Context: an optimization exercise on an open-source flow, tuned for small area. The choices shown serve that exercise and are no tape-out recipe. In this exercise RTL edits were held to simulation tests only and were not proved equivalent to the original. No driver is modelled on the clock port, so clocking that relies on it looks cheaper here than on a real chip. Power figures rest on the tool's default switching activity, not on a simulated workload.

==> module ask_maj, before the edit <==
module ask_maj (
	input  logic a,
	input  logic b,
	input  logic c,
	output logic y
);
	assign y = (a & b) | (a & c) | (b & c);
endmodule
==> module ask_carry15, before the edit <==
module ask_carry15 (
	input  logic [14:0] a,
	input  logic [14:0] b,
	input  logic ci,
	output logic co
);
	logic h0;
	logic h1;
	logic h2;
	logic h3;
	logic h4;
	logic h5;
	logic h6;
	logic h7;
	logic h8;
	logic h9;
	logic h10;
	logic h11;
	logic h12;
	logic h13;
	ask_maj u_h0 (.a(a[0]), .b(b[0]), .c(ci), .y(h0));
	ask_maj u_h1 (.a(a[1]), .b(b[1]), .c(h0), .y(h1));
	ask_maj u_h2 (.a(a[2]), .b(b[2]), .c(h1), .y(h2));
	ask_maj u_h3 (.a(a[3]), .b(b[3]), .c(h2), .y(h3));
	ask_maj u_h4 (.a(a[4]), .b(b[4]), .c(h3), .y(h4));
	ask_maj u_h5 (.a(a[5]), .b(b[5]), .c(h4), .y(h5));
	ask_maj u_h6 (.a(a[6]), .b(b[6]), .c(h5), .y(h6));
	ask_maj u_h7 (.a(a[7]), .b(b[7]), .c(h6), .y(h7));
	ask_maj u_h8 (.a(a[8]), .b(b[8]), .c(h7), .y(h8));
	ask_maj u_h9 (.a(a[9]), .b(b[9]), .c(h8), .y(h9));
	ask_maj u_h10 (.a(a[10]), .b(b[10]), .c(h9), .y(h10));
	ask_maj u_h11 (.a(a[11]), .b(b[11]), .c(h10), .y(h11));
	ask_maj u_h12 (.a(a[12]), .b(b[12]), .c(h11), .y(h12));
	ask_maj u_h13 (.a(a[13]), .b(b[13]), .c(h12), .y(h13));
	ask_maj u_h14 (.a(a[14]), .b(b[14]), .c(h13), .y(co));
endmodule
==> module ask_quality_top, before the edit <==
module ask_quality_top #(
	parameter int LOG2_BLOCK = 4
) (
	input  logic                     sys_clk,
	input  logic                     rst_n,
	input  logic                     sym_clk_en,
	input  ask_pkg::dv_t             dec_var,
	output ask_pkg::slice_t          slice,
	output logic                     slice_valid,
	output ask_pkg::dv_t             ref_lvl,
	output ask_pkg::dv_t             err_mean,
	output logic [ask_pkg::SQ_W-1:0] err_var,
	output logic [ask_pkg::SQ_W-1:0] sig_pwr,
	output logic                     block_done
);
	logic [3:0]  sym_cnt;       
	logic [20:0] mag_sum;       
	logic        mag_lsb;       
	logic [17:0] err_qb;        
	logic        first_q;       
	logic        last_q;        
	logic        valid_q;       
	logic        done_q;        
	logic [21:0] err_acc;       
	logic [21:0] sq_acc;        
	logic [18:0] pwr_q;         
	logic [1:0]  slice_q;
	logic [17:0] mean_q;
	logic [17:0] var_q;
	logic [17:0] sig_q;
	logic        bd_q;
	logic        d_neg;
	logic [16:0] d_ones;        
	logic        ge;
	logic [1:0]  slice_c;
	logic [17:0] mag_avg;       
	logic [17:0] r1;
	logic [17:0] r3;
	logic [17:0] k_lvl;
	logic        outer;
	logic        upper;
	logic [17:0] err_c;
	logic        blk_first;
	logic        blk_last;
	logic [20:0] mag_base;
	logic [21:0] mag_tot;
	assign blk_first = (sym_cnt == 4'd0);
	assign blk_last  = (sym_cnt == 4'd15);
	assign first_q = valid_q & (sym_cnt == 4'd1);
	assign last_q  = valid_q & (sym_cnt == 4'd0);
	assign d_neg  = dec_var[17];
	assign d_ones = dec_var[16:0] ^ {17{d_neg}};
	ask_carry17 u_ge (
		.a  (d_ones),
		.b  (~mag_avg[16:0]),
		.ci (1'b1),
		.co (ge)
	);
	assign slice_c = mag_avg[17] ? 2'b11 : {~d_neg, d_neg ^ ge};
	assign mag_avg = {ref_lvl[17], ref_lvl[15:0], mag_lsb};
	assign r1      = ref_lvl;
	ask_add_r3 u_r3 (
		.r (r1),
		.y (r3)
	);
	assign outer = ~(slice_c[1] ^ slice_c[0]);
	assign upper = slice_c[1];
	assign k_lvl = outer ? r3 : r1;
	ask_add_err u_err (
		.d  (dec_var),
		.k  (k_lvl ^ {18{upper}}),
		.ci (upper),
		.y  (err_c)
	);
	assign mag_base = (sym_clk_en & blk_first) ? 21'd0 : mag_sum;
	ask_add_mag u_mag (
		.base (mag_base),
		.m    (d_ones & {17{sym_clk_en}}),
		.ci   (d_neg & sym_clk_en),
		.y    (mag_tot)
	);
	logic [21:0] err_base;
	logic [21:0] err_sum;
	logic [21:0] sq_base;
	logic [21:0] sq_sum;
	assign err_base = first_q ? 22'd0 : err_acc;
	assign sq_base  = first_q ? 22'd0 : sq_acc;
	ask_add_acc u_err_acc (
		.base (err_base),
		.eb   (err_qb),
		.y    (err_sum)
	);
	ask_sq_acc u_sq_acc (
		.xb   (err_qb),
		.base (sq_base),
		.y    (sq_sum)
	);
	logic [17:0] sq_in;
	logic [36:0] sq_out;
	logic [17:0] var_c;
	logic        pwr_lo_c;
	logic [17:0] pwr_c;
	assign sq_in = done_q ? err_acc[21:4] : r1;
	ask_sq u_sq (
		.xb (~sq_in),
		.v  (done_q),
		.sq (sq_acc[21:4]),
		.y  (sq_out)
	);
	assign var_c = sq_out[36] ? ~sq_out[34:17] : 18'd0;
	ask_carry15 u_pwr_lo (
		.a  (sq_out[16:2]),
		.b  (sq_out[14:0]),
		.ci (1'b0),
		.co (pwr_lo_c)
	);
	ask_add_pwr u_pwr (
		.z  (pwr_q[17:0]),
		.ci (pwr_q[18]),
		.y  (pwr_c)
	);
	always_ff @(posedge sys_clk or negedge rst_n) begin
		if (!rst_n) begin
			sym_cnt <= '0;
			ref_lvl <= '0;
			mag_lsb <= 1'b0;
			slice_q <= '0;
			valid_q <= 1'b0;
			done_q  <= 1'b0;
			bd_q    <= 1'b0;
			mean_q  <= '0;
			var_q   <= '0;
			sig_q   <= '0;
		end else begin
			valid_q <= sym_clk_en;
			done_q  <= last_q;
			bd_q    <= done_q;
			if (sym_clk_en) begin
				sym_cnt <= sym_cnt + 4'd1;
				slice_q <= slice_c;
				if (blk_last) begin
					ref_lvl <= {mag_tot[21], mag_tot[21:5]};
					mag_lsb <= mag_tot[4];
				end
			end
			if (done_q) begin
				mean_q <= err_acc[21:4];
				var_q  <= var_c;
				sig_q  <= pwr_c;
			end
		end
	end
	always_ff @(posedge sys_clk) begin
		err_qb  <= ~(err_c & {18{sym_clk_en}});
		err_acc <= err_sum;
		sq_acc  <= sq_sum;
		mag_sum <= mag_tot[20:0];
		pwr_q   <= {pwr_lo_c, sq_out[32:15]};
	end
	assign slice       = ask_pkg::slice_t'(slice_q);
	assign slice_valid = valid_q;
	assign err_mean    = mean_q;
	assign err_var     = {1'b0, var_q};
	assign sig_pwr     = {1'b0, sig_q};
	assign block_done  = bd_q;
endmodule
export LEC_CHECK = 0
export CAP_MARGIN = 20
export CORE_MARGIN = 2
export CORE_UTILIZATION = 40
export CTS_BUF_LIST = sky130_fd_sc_hd__clkbuf_8
export SLEW_MARGIN = 20
export SYNTH_HIERARCHICAL = 1
export SYNTH_MINIMUM_KEEP_SIZE = 0
create_clock -name core_clock -period 14.0 [get_ports {sys_clk}]
standard.sh (not shown) runs the stock make flow with config.mk's settings and CLKGATE_MAP_FILE= SYNTH_SCRIPT=/design/flow/synth_recipe.tcl, a recipe that flattens the netlist after the stock synthesis.
==> flow/flow/run.sh <==
#!/bin/bash
# The standard layout (the standard.sh: standard synthesis, then ORFS to
# finish), with three ORFS knobs set on the make command line:
#   REMOVE_ABC_BUFFERS=1  floorplan removes the buffers ABC put in synthesis
#                         (repair_design then buffers where the loads need it)
#   BUFFER_PORTS_ARGS     buffer_ports gives every input and output port a
#                         buffer, here the library's smallest, buf_1
#   CTS_ARGS              ORFS's clock_tree_synthesis arguments with
#                         -dont_use_dummy_load added
# make's full output goes to flow_make.log in the work folder.
set -euo pipefail
bash standard.sh REMOVE_ABC_BUFFERS=1 \
	"BUFFER_PORTS_ARGS=-buffer_cell sky130_fd_sc_hd__buf_1" \
	"CTS_ARGS=-sink_clustering_enable -repair_clock_nets -buf_list sky130_fd_sc_hd__clkbuf_8 -dont_use_dummy_load" \
	finish > flow_make.log 2>&1
Next try:
--- a/flow/design.v
+++ b/flow/design.v
@@ -23,14 +23,6 @@
 	assign s  = a ^ b ^ c;
 	assign co = (a & b) | (a & c) | (b & c);
 endmodule
-module ask_maj (
-	input  logic a,
-	input  logic b,
-	input  logic c,
-	output logic y
-);
-	assign y = (a & b) | (a & c) | (b & c);
-endmodule
 module ask_ha (
 	input  logic a,
 	input  logic b,
@@ -1457,21 +1449,21 @@
 	logic h11;
 	logic h12;
 	logic h13;
-	ask_maj u_h0 (.a(a[0]), .b(b[0]), .c(ci), .y(h0));
-	ask_maj u_h1 (.a(a[1]), .b(b[1]), .c(h0), .y(h1));
-	ask_maj u_h2 (.a(a[2]), .b(b[2]), .c(h1), .y(h2));
-	ask_maj u_h3 (.a(a[3]), .b(b[3]), .c(h2), .y(h3));
-	ask_maj u_h4 (.a(a[4]), .b(b[4]), .c(h3), .y(h4));
-	ask_maj u_h5 (.a(a[5]), .b(b[5]), .c(h4), .y(h5));
-	ask_maj u_h6 (.a(a[6]), .b(b[6]), .c(h5), .y(h6));
-	ask_maj u_h7 (.a(a[7]), .b(b[7]), .c(h6), .y(h7));
-	ask_maj u_h8 (.a(a[8]), .b(b[8]), .c(h7), .y(h8));
-	ask_maj u_h9 (.a(a[9]), .b(b[9]), .c(h8), .y(h9));
-	ask_maj u_h10 (.a(a[10]), .b(b[10]), .c(h9), .y(h10));
-	ask_maj u_h11 (.a(a[11]), .b(b[11]), .c(h10), .y(h11));
-	ask_maj u_h12 (.a(a[12]), .b(b[12]), .c(h11), .y(h12));
-	ask_maj u_h13 (.a(a[13]), .b(b[13]), .c(h12), .y(h13));
-	ask_maj u_h14 (.a(a[14]), .b(b[14]), .c(h13), .y(co));
+	assign h0 = (a[0] & b[0]) | (a[0] & ci) | (b[0] & ci);
+	assign h1 = (a[1] & b[1]) | (a[1] & h0) | (b[1] & h0);
+	assign h2 = (a[2] & b[2]) | (a[2] & h1) | (b[2] & h1);
+	assign h3 = (a[3] & b[3]) | (a[3] & h2) | (b[3] & h2);
+	assign h4 = (a[4] & b[4]) | (a[4] & h3) | (b[4] & h3);
+	assign h5 = (a[5] & b[5]) | (a[5] & h4) | (b[5] & h4);
+	assign h6 = (a[6] & b[6]) | (a[6] & h5) | (b[6] & h5);
+	assign h7 = (a[7] & b[7]) | (a[7] & h6) | (b[7] & h6);
+	assign h8 = (a[8] & b[8]) | (a[8] & h7) | (b[8] & h7);
+	assign h9 = (a[9] & b[9]) | (a[9] & h8) | (b[9] & h8);
+	assign h10 = (a[10] & b[10]) | (a[10] & h9) | (b[10] & h9);
+	assign h11 = (a[11] & b[11]) | (a[11] & h10) | (b[11] & h10);
+	assign h12 = (a[12] & b[12]) | (a[12] & h11) | (b[12] & h11);
+	assign h13 = (a[13] & b[13]) | (a[13] & h12) | (b[13] & h12);
+	assign co = (a[14] & b[14]) | (a[14] & h13) | (b[14] & h13);
 endmodule
 `timescale 1ns/1ns
 module ask_quality_top #(
@@ -1495,12 +1487,12 @@
 	logic [17:0] err_qb;        
 	logic        first_q;       
 	logic        last_q;        
-	logic        valid_q;       
 	logic        done_q;        
 	logic [21:0] err_acc;       
 	logic [21:0] sq_acc;        
 	logic [18:0] pwr_q;         
 	logic [1:0]  slice_q;
+	logic        valid_q;
 	logic [17:0] mean_q;
 	logic [17:0] var_q;
 	logic [17:0] sig_q;
@@ -1522,8 +1514,6 @@
 	logic [21:0] mag_tot;
 	assign blk_first = (sym_cnt == 4'd0);
 	assign blk_last  = (sym_cnt == 4'd15);
-	assign first_q = valid_q & (sym_cnt == 4'd1);
-	assign last_q  = valid_q & (sym_cnt == 4'd0);
 	assign d_neg  = dec_var[17];
 	assign d_ones = dec_var[16:0] ^ {17{d_neg}};
 	ask_carry17 u_ge (
@@ -1602,6 +1592,8 @@
 			mag_lsb <= 1'b0;
 			slice_q <= '0;
 			valid_q <= 1'b0;
+			first_q <= 1'b0;
+			last_q  <= 1'b0;
 			done_q  <= 1'b0;
 			bd_q    <= 1'b0;
 			mean_q  <= '0;
@@ -1609,6 +1601,8 @@
 			sig_q   <= '0;
 		end else begin
 			valid_q <= sym_clk_en;
+			first_q <= sym_clk_en & blk_first;
+			last_q  <= sym_clk_en & blk_last;
 			done_q  <= last_q;
 			bd_q    <= done_q;
 			if (sym_clk_en) begin
What happened: Maximum frequency hardly moves. Critical path depth stays the same. Flip-flop and latch count came out higher by 2. Power drops by 1.5%. First-iteration DRC count rises by 19%. Synthesized area is about the same.

[separate check: timing with driven ports]
How much do the figures lean on ideal ports? The routed layouts below were timed once more, with nothing changed but the port constraints.
Step 1 (the two cells are an assumption about what drives the block):
set clk [get_ports {sys_clk}]
set_driving_cell -lib_cell sky130_fd_sc_hd__clkbuf_16 $clk
set_driving_cell -lib_cell sky130_fd_sc_hd__buf_2 [delete_from_list [all_inputs] $clk]
Step 2 moves the port delays by t, midway between the first and last clock arrival at a register: inputs arrive t later, outputs are due t later. That takes back most of the time a late clock gives input paths.
Three values: ideal, step 1, step 2; two values: the first two.
| run | shift t [ns] | slack for setup (ns) | hold WS [ns] | worst data-port slew with drivers (ns) |
|---|---|---|---|---|
| the first run | 0.589 | 1.032 / 1.032 / 1.032 | 0.504 / 0.504 / 0.504 | 0.03 |
| the second run | 0.540 | 1.005 / 1.005 / 1.005 | 0.357 / 0.357 / 0.357 | 0.04 |
After both steps setup and hold are still met in every run listed.
